Context: an optimization exercise on an open-source flow, tuned for small area. The choices shown serve that exercise and are no tape-out recipe. RTL that was checked went through simulation tests only; none was proved equivalent to the original. Power is estimated from default activity; no workload was simulated.

==> flow/design.v <==
package rule110_pkg;
  localparam int CELLS = 256;
  localparam int WORD  = 16;
  localparam int WORDS = CELLS / WORD;
  typedef enum logic {
    IDLE = 1'b0,
    RECV = 1'b1
  } rx_state_e;
endpackage
module rule110_step #(
  parameter int N = rule110_pkg::WORD
) (
  input  logic [N-1:0] cur_i,
  input  logic         l_i,
  input  logic         r_i,
  output logic [N-1:0] nxt_o
);
  logic [N-1:0] left;
  logic [N-1:0] right;
  assign left  = {l_i, cur_i[N-1:1]};
  assign right = {cur_i[N-2:0], r_i};
  assign nxt_o = (left & cur_i & ~right) | (~left & cur_i) | (~cur_i & right);
endmodule
module rule110_frame_rx
(
  input  logic             clk,
  input  logic             rst,
  input  logic [rule110_pkg::WORD-1:0]  word_in,
  input  logic             word_valid,
  input  logic             sof,
  input  logic             check_en,
  output logic [rule110_pkg::CELLS-1:0] frame_out,
  output logic             frame_valid,
  output logic             mismatch,
  output logic             sync_err,
  output logic [15:0]      frame_count,
  output logic [7:0]       err_count,
  output rule110_pkg::rx_state_e state_dbg
);
  localparam int CELLS = rule110_pkg::CELLS;
  localparam int WORD  = rule110_pkg::WORD;
  localparam int WORDS = rule110_pkg::WORDS;
  rule110_pkg::rx_state_e state_q;
  logic [3:0]             idx_q;
  logic [CELLS-WORD-1:0]  asm_q;      
  logic [CELLS-1:0]       frame_q;    
  logic                   have_prev_q;
  logic                   diff_q;     
  logic                   frame_valid_q;
  logic                   mismatch_q;
  logic                   sync_err_q;
  logic [15:0]            frame_count_q;
  logic [7:0]             err_count_q;
  logic                   recv;
  logic                   take;
  logic                   last;
  logic [3:0]             widx;
  logic [CELLS+1:0]       ext;
  logic [WORD+1:0]        win;
  logic [WORD-1:0]        exp_w;
  logic                   diff_w;
  logic                   diff_all;
  logic                   mismatch_d;
  assign recv = (state_q == rule110_pkg::RECV);
  assign take = word_valid & (sof | recv);           
  assign last = word_valid & recv & ~sof & (idx_q == 4'(WORDS - 1));
  assign widx = sof ? 4'd0 : idx_q;
  assign ext = {1'b0, frame_q, 1'b0};
  always_comb begin
    win = '0;
    for (int w = 0; w < WORDS; w++)
      if (widx == 4'(w)) win = ext[CELLS+1-WORD*w -: WORD+2];
  end
  rule110_step #(.N(WORD)) u_step (
    .cur_i (win[WORD:1]),
    .l_i   (win[WORD+1]),
    .r_i   (win[0]),
    .nxt_o (exp_w)
  );
  assign diff_w     = (word_in != exp_w);
  assign diff_all   = diff_w | diff_q;
  assign mismatch_d = check_en & have_prev_q & diff_all;
  always_ff @(posedge clk) begin
    if (word_valid) asm_q <= {asm_q[CELLS-2*WORD-1:0], word_in};
  end
  always_ff @(posedge clk) begin
    if (take) diff_q <= diff_w | (diff_q & ~sof);
  end
  always_ff @(posedge clk) begin
    if (rst) begin
      state_q       <= rule110_pkg::IDLE;
      idx_q         <= '0;
      frame_q       <= '0;
      have_prev_q   <= 1'b0;
      frame_valid_q <= 1'b0;
      mismatch_q    <= 1'b0;
      sync_err_q    <= 1'b0;
      frame_count_q <= '0;
      err_count_q   <= '0;
    end else begin
      frame_valid_q <= last;
      mismatch_q    <= last & mismatch_d;
      sync_err_q    <= word_valid & (recv ? sof : ~sof);
      if (take) begin
        state_q <= rule110_pkg::RECV;
        idx_q   <= sof ? 4'd1 : idx_q + 4'd1;
      end
      if (last) begin
        frame_q       <= {asm_q, word_in};
        have_prev_q   <= 1'b1;
        frame_count_q <= frame_count_q + 16'd1;
        if (mismatch_d && (err_count_q != 8'hFF)) begin
          err_count_q <= err_count_q + 8'd1;
        end
        state_q <= rule110_pkg::IDLE;
      end
    end
  end
  assign frame_out   = frame_q;
  assign frame_valid = frame_valid_q;
  assign mismatch    = mismatch_q;
  assign sync_err    = sync_err_q;
  assign frame_count = frame_count_q;
  assign err_count   = err_count_q;
  assign state_dbg   = state_q;
endmodule
clock: 5.0 ns
lec_check: 0
abc_area: 1
cap_margin: 20
core_margin: 2
core_utilization: 60
place_density: 0.7
slew_margin: 20
buffer_ports_args: -buffer_cell sky130_fd_sc_hd__buf_1
cts_args: -sink_clustering_enable -repair_clock_nets -dont_use_dummy_load -buf_list {sky130_fd_sc_hd__clkbuf_8} -sink_clustering_size 16 -sink_clustering_max_diameter 45
standard.sh (not shown) runs the stock make flow with config.mk's settings and CLKGATE_MAP_FILE= SYNTH_SCRIPT=/design/flow/synth_recipe.tcl, a recipe that flattens the netlist after the stock synthesis.
==> flow/flow/run.sh <==
#!/bin/bash
# The standard layout with three changes:
#  - after the standard synthesis (unchanged), the combinational gates are
#    re-mapped by ABC for area (flow/remap.ys); registers keep names and cells;
#  - port buffers use buf_1 instead of clkdlybuf4s50_1;
#  - the clock tree uses clkbuf_8 with larger sink clusters and no dummy loads.
set -e
cat >> config.mk <<'EOC'
export BUFFER_PORTS_ARGS = -buffer_cell sky130_fd_sc_hd__buf_1
export CTS_ARGS = -sink_clustering_enable -repair_clock_nets -dont_use_dummy_load -buf_list {sky130_fd_sc_hd__clkbuf_8} -sink_clustering_size 16 -sink_clustering_max_diameter 45
EOC
bash standard.sh synth > standard_synth.log 2>&1
R=orfs/results/$FLOW_PLATFORM/rule110_frame_rx/base
cp $R/1_2_yosys.v $R/1_2_yosys_std.v
LIB=$FLOW_HOME/platforms/$FLOW_PLATFORM/lib/sky130_fd_sc_hd__tt_025C_1v80.lib
sed -e "s|@LIB@|$LIB|g" -e "s|@IN@|$R/1_2_yosys_std.v|g" -e "s|@OUT@|$R/1_2_yosys_remap.v|g" \
    -e "s|@TOP@|$FLOW_TOP|g" -e "s|@ABC@|flow/remap.abc|g" -e "s|@STAT@|remap_stat.txt|g" \
    flow/remap.ys.in > remap.ys
YOSYS=$(command -v yosys || echo $FLOW_HOME/../tools/install/yosys/bin/yosys)
"$YOSYS" -s remap.ys > remap.log 2>&1
cp $R/1_2_yosys_remap.v $R/1_2_yosys.v
rm -f $R/1_synth.odb $R/1_synth.sdc
bash standard.sh > standard.log 2>&1
==> flow/flow/remap.abc <==
&get -n
&st
&dch
&nf -a -R 1000
&put
==> flow/flow/remap.ys.in <==
# Re-map the combinational logic of the standard synthesis for area. The
# flip-flops (and every other sequential cell) are kept as they are, with their
# names and cell types; only the gates between them are re-mapped.
read_liberty -ignore_miss_func @LIB@
read_verilog -defer @IN@
hierarchy -top @TOP@
setattr -mod -set keep_hierarchy 1 sky130_fd_sc_hd__*df* sky130_fd_sc_hd__*dl* sky130_fd_sc_hd__conb_1
flatten
delete t:$scopeinfo
rename -hide w:*.*
select -module @TOP@
opt -full
abc -liberty @LIB@ -dont_use sky130_fd_sc_hd__probe_p_8 -dont_use sky130_fd_sc_hd__probec_p_8 -dont_use sky130_fd_sc_hd__lpflow_* -script @ABC@
opt_clean -purge
hilomap -singleton -hicell sky130_fd_sc_hd__conb_1 HI -locell sky130_fd_sc_hd__conb_1 LO
insbuf -buf sky130_fd_sc_hd__buf_4 A X
opt_clean -purge
tee -o @STAT@ stat -liberty @LIB@
write_verilog -noattr -nohex -nodec -selected @OUT@
The starting point finished with timing, DRC and antenna clean.
Next try:
--- a/flow/design.v
+++ b/flow/design.v
@@ -52,26 +52,27 @@
   logic [15:0]            frame_count_q;
   logic [7:0]             err_count_q;
   logic                   recv;
   logic                   take;
   logic                   last;
-  logic [3:0]             widx;
+  logic [WORDS-1:0]       sel;
   logic [CELLS+1:0]       ext;
   logic [WORD+1:0]        win;
   logic [WORD-1:0]        exp_w;
   logic                   diff_w;
   logic                   diff_all;
   logic                   mismatch_d;
   assign recv = (state_q == rule110_pkg::RECV);
   assign take = word_valid & (sof | recv);           
   assign last = word_valid & recv & ~sof & (idx_q == 4'(WORDS - 1));
-  assign widx = sof ? 4'd0 : idx_q;
   assign ext = {1'b0, frame_q, 1'b0};
   always_comb begin
+    for (int w = 0; w < WORDS; w++)
+      sel[w] = (w == 0) ? sof : (~sof & (idx_q == 4'(w)));
     win = '0;
     for (int w = 0; w < WORDS; w++)
-      if (widx == 4'(w)) win = ext[CELLS+1-WORD*w -: WORD+2];
+      win = win | ({(WORD+2){sel[w]}} & ext[CELLS+1-WORD*w -: WORD+2]);
   end
   rule110_step #(.N(WORD)) u_step (
     .cur_i (win[WORD:1]),
     .l_i   (win[WORD+1]),
     .r_i   (win[0]),
@@ -79,20 +80,27 @@
   );
   assign diff_w     = (word_in != exp_w);
   assign diff_all   = diff_w | diff_q;
   assign mismatch_d = check_en & have_prev_q & diff_all;
   always_ff @(posedge clk) begin
-    if (word_valid) asm_q <= {asm_q[CELLS-2*WORD-1:0], word_in};
+    asm_q <= ({CELLS-WORD{word_valid}} & {asm_q[CELLS-2*WORD-1:0], word_in})
+           | ({CELLS-WORD{~word_valid}} & asm_q);
+  end
+  logic ld_frame;
+  logic hold_frame;
+  assign ld_frame   = last & ~rst;
+  assign hold_frame = ~last & ~rst;
+  always_ff @(posedge clk) begin
+    frame_q <= ({CELLS{ld_frame}} & {asm_q, word_in}) | ({CELLS{hold_frame}} & frame_q);
   end
   always_ff @(posedge clk) begin
     if (take) diff_q <= diff_w | (diff_q & ~sof);
   end
   always_ff @(posedge clk) begin
     if (rst) begin
       state_q       <= rule110_pkg::IDLE;
       idx_q         <= '0;
-      frame_q       <= '0;
       have_prev_q   <= 1'b0;
       frame_valid_q <= 1'b0;
       mismatch_q    <= 1'b0;
       sync_err_q    <= 1'b0;
       frame_count_q <= '0;
@@ -104,11 +112,10 @@
       if (take) begin
         state_q <= rule110_pkg::RECV;
         idx_q   <= sof ? 4'd1 : idx_q + 4'd1;
       end
       if (last) begin
-        frame_q       <= {asm_q, word_in};
         have_prev_q   <= 1'b1;
         frame_count_q <= frame_count_q + 16'd1;
         if (mismatch_d && (err_count_q != 8'hFF)) begin
           err_count_q <= err_count_q + 8'd1;
         end
The changed run completed without violations.
Worst setup slack gains 0.53 ns.
Combinational power barely changes.
Cell count went down by 4.6%.
Area after synthesis drops by 1.0%.
Sequential share of layout area came out higher by 1.1 points.
Routed wire length is higher by 2.5%.
Non-clock buffer count went down by 15.
The RTL of the first run of this note was laid out without a check of its function.

afterwards: timing with drivers on the ports:
In the flow no input, the clock included, has a driving cell. The finished layouts below were timed again as built, in two steps.
Step 1: set_driving_cell puts a clkbuf_16 on clk and a buf_2 on each other input, an assumption about the parent block.
Step 2 adds t to the input delays and takes it off the output delays; t is the mean of the earliest and latest rising clock arrival at the registers after step 1. Input paths then give back, and output paths get back, about the clock's delay inside the block.
Slacks: ideal / step 1 / step 2; pairs: ideal / step 1.
| run | shift t [ns] | setup WS [ns] | latest minus earliest clock arrival (ns) |
|---|---|---|---|
| the first run | 0.616 | 0.285 / 0.309 / -0.307 | 0.046 / 0.046 |
| the second run | 0.619 | 0.815 / 0.797 / 0.177 | 0.057 / 0.057 |
Met with ideal ports but missed after step 2: setup timing in the first run. The setup slack of the second run, which loses most, moves by -0.018 ns with the drivers and by -0.638 ns with both steps.
